Context: an optimization exercise on an open-source flow, tuned for small area, a short achievable clock period and few clock cycles per item. The choices shown serve that exercise and are no tape-out recipe. Only simulation tests tie the RTL to the original design; equivalence was not proved. Power is estimated from default activity; no workload was simulated.

$ cat flow/config.mk
export PLATFORM = sky130hd
export DESIGN_NAME = ex_muldiv_unit
export DESIGN_NICKNAME = ex_muldiv_unit
export VERILOG_FILES = /design/flow/design.v
export SDC_FILE = /design/flow/constraint.sdc
export NUM_CORES = 4
export LEC_CHECK = 0
export CAP_MARGIN = 20
export CORE_MARGIN = 2
export CORE_UTILIZATION = 40
export PLACE_DENSITY = 0.6
export SLEW_MARGIN = 20
$ cat flow/constraint.sdc
create_clock -name core_clock -period 6.0 [get_ports {clk}]
set_input_delay 1.2000 -clock core_clock [delete_from_list [all_inputs] [get_ports {clk}]]
set_output_delay 1.2000 -clock core_clock [all_outputs]
set_load 0.01 [all_outputs]
$ cat flow/design.v
module ex_muldiv_unit (
   input  logic        clk,
   input  logic        resetN,
   input  logic        startIn,
   input  logic [2:0]  func3,
   input  logic [31:0] reg1Value,
   input  logic [31:0] reg2Value,
   input  logic [4:0]  rd,
   input  logic        killIn,
   input  logic        stallIn,
   output logic        busyOut,
   output logic        doneOut,
   output logic [31:0] resultOut,
   output logic [4:0]  rdOut
);
   localparam logic [2:0] S_MUL = 3'd0, S_DPREP = 3'd1, S_DIV = 3'd2, S_FIX = 3'd3;
   logic [2:0]  state;
   logic [2:0]  op;
   logic [32:0] M;       
   logic [31:0] B;       
   logic [63:0] acc;     
   logic [4:0]  cnt;     
   logic        negq, negr;
   logic        s1, s2, sgn1, sgn2;
   logic [32:0] a_ext, b_ext, na, nb;
   logic [5:0]  len1, len2;
   logic        swap;
   logic [5:0]  lenm;
   logic [32:0] mLoad;
   logic [31:0] bLoad;
   logic        isSpecial;
   logic [31:0] specVal;
   function automatic logic [5:0] blen(input logic [31:0] x);
      blen = 6'd0;
      for (int i = 0; i < 32; i++)
         if (x[i]) blen = 6'(i + 1);
   endfunction
   always_comb begin
      s1 = (func3 != 3'd3) && (func3 != 3'd5) && (func3 != 3'd7);
      s2 = (func3 == 3'd0) || (func3 == 3'd1) || (func3 == 3'd4) || (func3 == 3'd6);
      sgn1 = s1 & reg1Value[31];
      sgn2 = s2 & reg2Value[31];
      a_ext = {s1 & reg1Value[31], reg1Value};
      b_ext = {s2 & reg2Value[31], reg2Value};
      na = -a_ext;
      nb = -b_ext;
      len1 = sgn1 ? blen(~reg1Value) + 6'd1 : blen(reg1Value);
      len2 = sgn2 ? blen(~reg2Value) + 6'd1 : blen(reg2Value);
      swap = !func3[2] && (len1 < len2);
      lenm = swap ? len1 : len2;
      if (func3[2]) begin
         mLoad = sgn1 ? na : a_ext;
         bLoad = sgn2 ? nb[31:0] : reg2Value;
      end else if (swap) begin
         mLoad = sgn1 ? nb : b_ext;
         bLoad = sgn1 ? na[31:0] : reg1Value;
      end else begin
         mLoad = sgn2 ? na : a_ext;
         bLoad = sgn2 ? nb[31:0] : reg2Value;
      end
      isSpecial = 1'b0;
      specVal   = '0;
      if (func3[2]) begin
         if (reg2Value == '0) begin
            isSpecial = 1'b1;
            specVal   = func3[1] ? reg1Value : '1;
         end else if (!func3[0] && reg2Value == '1 && reg1Value == 32'h8000_0000) begin
            isSpecial = 1'b1;
            specVal   = func3[1] ? '0 : reg1Value;
         end
      end
   end
   logic [3:0]  digit;
   logic [36:0] pp;
   logic [63:0] mulNext;
   logic [32:0] diff;
   logic        ge;
   logic [31:0] remNext, quoNext;
   logic [5:0]  la, lb;
   logic [5:0]  sh;
   logic [31:0] negIn, negOut;
   always_comb begin
      digit   = B[{cnt[2:0], 2'b00} +: 4];
      pp      = {{4{M[32]}}, M} * {33'b0, digit};
      mulNext = {acc[59:0], 4'b0} + {{27{pp[36]}}, pp};
      diff    = {1'b0, M[31:0]} - {1'b0, B};
      ge      = !diff[32];
      remNext = ge ? diff[31:0] : M[31:0];
      quoNext = {acc[30:0], ge};
      la      = blen(M[31:0]);
      lb      = blen(B);
      sh      = la - lb;
      negIn   = (state == S_FIX && !op[1]) ? acc[31:0] : M[31:0];
      negOut  = -negIn;
   end
   always_ff @(posedge clk) begin
      if (!resetN) begin
         busyOut <= 1'b0;
         doneOut <= 1'b0;
      end else if (killIn) begin
         busyOut <= 1'b0;
         doneOut <= 1'b0;
      end else if (!busyOut && !doneOut) begin
         if (startIn) begin
            op    <= func3;
            rdOut <= rd;
            M     <= mLoad;
            B     <= bLoad;
            acc   <= '0;
            negq  <= sgn1 ^ sgn2;
            negr  <= sgn1;
            cnt   <= (lenm == 6'd0) ? 5'd0 : 5'((lenm - 6'd1) >> 2);
            if (isSpecial) begin
               doneOut   <= 1'b1;
               resultOut <= specVal;
            end else begin
               busyOut <= 1'b1;
               state   <= func3[2] ? S_DPREP : S_MUL;
            end
         end
      end else if (doneOut) begin
         if (!stallIn) doneOut <= 1'b0;
      end else begin
         case (state)
            S_MUL: begin
               acc <= mulNext;
               cnt <= cnt - 5'd1;
               if (cnt[2:0] == 3'd0) begin
                  busyOut   <= 1'b0;
                  doneOut   <= 1'b1;
                  resultOut <= (op[1:0] == 2'd0) ? mulNext[31:0] : mulNext[63:32];
               end
            end
            S_DPREP: begin
               acc[31:0] <= '0;
               if (la < lb) begin
                  busyOut   <= 1'b0;
                  doneOut   <= 1'b1;
                  resultOut <= !op[1] ? '0 : (negr ? negOut : M[31:0]);
               end else begin
                  B     <= B << sh[4:0];
                  cnt   <= sh[4:0];
                  state <= S_DIV;
               end
            end
            S_DIV: begin
               M[31:0]   <= remNext;
               acc[31:0] <= quoNext;
               B         <= B >> 1;
               cnt       <= cnt - 5'd1;
               if (cnt == 5'd0) begin
                  if (op[1] ? negr : negq) begin
                     state <= S_FIX;
                  end else begin
                     busyOut   <= 1'b0;
                     doneOut   <= 1'b1;
                     resultOut <= op[1] ? remNext : quoNext;
                  end
               end
            end
            default: begin  
               busyOut   <= 1'b0;
               doneOut   <= 1'b1;
               resultOut <= negOut;
            end
         endcase
      end
   end
endmodule
$ cat flow/run.sh
#!/bin/bash
# synth_recipe.tcl (not shown) runs the flow's synth.tcl, then flattens the netlist and writes it again
# the make line also repeats each setting of config.mk as NAME=value (left out here)
make -C /OpenROAD-flow-scripts/flow DESIGN_CONFIG=/design/flow/config.mk WORK_HOME=/design/flow/orfs CLKGATE_MAP_FILE= SYNTH_SCRIPT=/design/flow/synth_recipe.tcl finish
==> run summary <==
## stage by stage
stage	hold slack, ns	cells	TNS, ns	cell area [µm²]
2_1_floorplan	0.5797	3805	-55.63	28510
3_3_place_gp	0.6775	5289	-100.71	35280
3_5_place_dp	0.6730	5289	-108.19	35280
4_1_cts	0.6918	5360	-93.54	37380
5_1_grt	0.7443	5395	-125.35	39000
6_report	0.7111	5396	-105.80	39000
## registers in the layout, indices dropped and copies added (netlist names)
| name | flops |
|---|---|
| op | 2 |
| cnt | 5 |
| negq | 1 |
| doneOut | 1 |
| M | 33 |
| rdOut | 5 |
| acc | 60 |
| state | 2 |
| busyOut | 1 |
| B | 32 |
| resultOut | 32 |
| negr | 1 |
## metal layers
metal | vias to the layer above | global-route usage
li1 | 15030 | -
met1 | 15990 | 0.4782
met2 | 1907 | 0.5444
met3 | 341 | 0.08042
met4 | 2 | 0.1620
met5 | - | 0
## Yosys cell counts, types with 34 or more instances
cell type | count | area share
a21o_1 | 60 | 0.016
nor3_1 | 105 | 0.019
fa_1 | 70 | 0.050
and2_1 | 43 | 0.0095
nand4_1 | 41 | 0.0091
nand3_1 | 71 | 0.013
nand2_1 | 456 | 0.061
nor2_1 | 412 | 0.055
xnor2_1 | 187 | 0.058
xor2_1 | 83 | 0.026
o211a_1 | 35 | 0.012
o211ai_1 | 71 | 0.019
a211oi_1 | 61 | 0.016
clkbuf_1 | 259 | 0.034
ha_1 | 156 | 0.069
nor2b_1 | 52 | 0.012
inv_1 | 185 | 0.025
o21ai_0 | 225 | 0.040
mux2i_1 | 107 | 0.038
edfxtp_1 | 173 | 0.18
a21oi_1 | 342 | 0.061
o21a_1 | 35 | 0.0093
a31oi_1 | 52 | 0.012
or3_1 | 34 | 0.0075
## critical path, delay by kind of cell (launching register included)
| family | cells | cell delay, ns |
|---|---|---|
| fa+ha+maj | 4 | 1.62 |
| buf+inv | 5 | 0.62 |
| xor+xnor | 1 | 0.12 |
| simple gates | 7 | 1.08 |
| compound gates | 16 | 3.04 |
| flops | 1 | 0.48 |
| mux | 1 | 0.57 |
## cells by family after synthesis
family                   after synthesis  synth area share
AO/OA/AOI/OAI                       1148            0.2640
XOR/XNOR                             270           0.08388
multiplexers                         145           0.06076
flip-flops                           175            0.1857
AND/OR/NAND/NOR                     1358            0.2208
adder cells (fa/ha/maj)              226            0.1189
buffers and inverters                483           0.06586
## cell usage in the layout (no fill, tap or decap), types with 35 or more instances in the layout
cell             netlist  final
nor3_1               105     96
buf_4                  1    705
nor2b_1               52     50
nand2_1              456    426
buf_6                  3     75
a211oi_1              61     51
ha_1                 156    123
a21oi_1              342    295
and2_1                43     35
xor2_1                83     69
o211a_1               35     35
edfxtp_1             173    173
inv_1                185    181
nor2_1               412    390
fa_1                  70     68
nand3_1               71     64
a21o_1                60     60
o211ai_1              71     71
xnor2_1              187    156
nand4_1               41     41
clkdlybuf4s50_1        0    114
o21ai_0              225    175
a21oi_2                0     38
mux2i_1              107    104
a31oi_1               52     43
## final timing paths
kind / from / end / slack, ns
worst max-delay path: cnt[0]$_DFFE_PP_ / resultOut[31]$_DFFE_PP_ / -1.79
worst min-delay path: busyOut$_SDFFE_PN0P_ / busyOut$_SDFFE_PN0P_ / 0.71
worst min register to register: busyOut$_SDFFE_PN0P_ / busyOut$_SDFFE_PN0P_ / 0.71
worst max register to register: cnt[0]$_DFFE_PP_ / resultOut[31]$_DFFE_PP_ / -1.79
## where the power goes
part | internal [mW] | switching (mW) | leakage [nW]
Combinational | 5.92 | 6.52 | 14.5
Sequential | 1.45 | 0.0695 | 1.63
Clock | 0.569 | 0.672 | 0.298
## what timing repair did
item / CTS / global route
hold buffers: 0 / 0
cloned: 1 / 0
gates resized for setup: 237 / 255
buffers inserted: 44 / 53
setup endpoints to repair: 80 / 82
pin swaps: 88 / 165
## final cells by class
cell class / count / area, µm² / area share
antenna: 1 / 2.502 / 0.00006417
timing repair buffer: 910 / 7574 / 0.1942
multi-input combinational: 3148 / 23680 / 0.6072
clock buffer: 17 / 425.4 / 0.01091
clock inverter: 15 / 186.4 / 0.004780
tap: 940 / 1176 / 0.03016
sequential: 175 / 5235 / 0.1342
inverter: 190 / 718.2 / 0.01842
==> run summary <==
Post-Syn Area 28190 µm²; Crit Path Max Fanout 5; largest net degree at the start of global routing 166; IO buf count approximately 120; relative slew slack 0.1089; CP required between 6 and 7 ns; Ys Warns 1; Max VDD drop 0.2739 mV; Tightest Pin Transition 1.333 ns; Synth Net Count 4108; DRT Wirelength 135300 µm; DR WL/cell 25.08 µm; Blocking Checks negative setup slack; Tmin final about 7.8 ns; H-tree lvl count 4; Crit-path slowest cell mux4_2; Global Route Usage Sum 0.3561; Final GP Congestion 1.033; status failed layout checks; register area share after synthesis 0.1857; clk_skew 0.01877 ns; Synth async-reset ratio 0; Die Y 269.5 µm; Place WS -2.327 ns; setup violators final 80; core footprint approximately 70000 µm²; Final WS setup -1.792 ns; Pleak 16.45 nW; Final ANT Viol Nets 0; clock slew at reported path FFs approximately 0.090 ns; Syn-to-layout area delta 38.34%; wire length on met1 approximately 55000 µm; Die W between 200 and 300 µm; PwrDens 389.7 nW/µm²; CTS Buf Count 17; top sig layer met5; first-pass GRT wire length between 150000 and 200000 µm; slowest cell delay on critical path 0.57 ns; Critical Path End Type flop; grt ovf 0; post-layout power between 15 and 20 mW; crit share post-route 1.299; r2r worst-path depth 34; Initial Utilization 0.4033; EDFF count, synth roughly 170; vias in the first global route between 30k and 40k; wire length on met3 14890 µm; library cells used by synthesis 86; crit path kind reg -> reg; area of the die 72620 µm²; cell count after synthesis between 3k and 4k; startpoint types flop; drt pass-1 iters 6; Filler Cells Inserted 6514; Critical Path AT 8.06 ns; Final HPWL DP between 100000 and 150000 µm; drt drc 0; metal2 WL 58640 µm; Vias per Instance 6.167; CTS max path bufs 2; HP Class reg -> reg; initial antenna violation count 3; clock tree sinks 175; fin nets about 4.7k; RSZ-0062 raised after global routing true; FMAX 0.1283 GHz; clk root buf clkbuf_16; number of I/O pins 116; Hold Vio Cnt, Final 0; via count 33.28k; initial DRC count approximately 4k; main flop type after synthesis edfxtp_1; CTS tree done; final-report max-slew violation count 0; flops & latches, synth around 180; fin util 0.5579; share of post-route cells with drive strength above 1 0.2750; row count 97; MaxCap Viol Count 0; Avg Cell Area, Syn 7.409 µm²; hold depth 2; clk latency of the worst-skew pair 0.52 ns
Testbench counts, summed over its fixed seeds: cycles 20,487, items 3,200.

[static timing again, ports no longer ideal]
Ports are ideal in the flow. The routed layout listed here was re-timed in OpenROAD. Step 1: set_driving_cell puts a clkbuf_16 on clk and a buf_2 on each other input, an assumption about the parent block. Step 2 adds t to the input delays and takes it off the output delays; t is the mean of the earliest and latest rising clock arrival at the registers after step 1. Input paths then give back, and output paths get back, about the clock's delay inside the block. a / b / c = no drivers / after step 1 / after step 2; a / b = the first two.
t (ns): 0.581
setup slack, ns: -1.792 / -1.792 / -1.792
hold slack, ns: 0.711 / 0.711 / 0.711
worst setup path at the end: register to register
For this run, drivers alone change the setup slack by 0.000 ns; drivers and shift together by 0.000 ns.
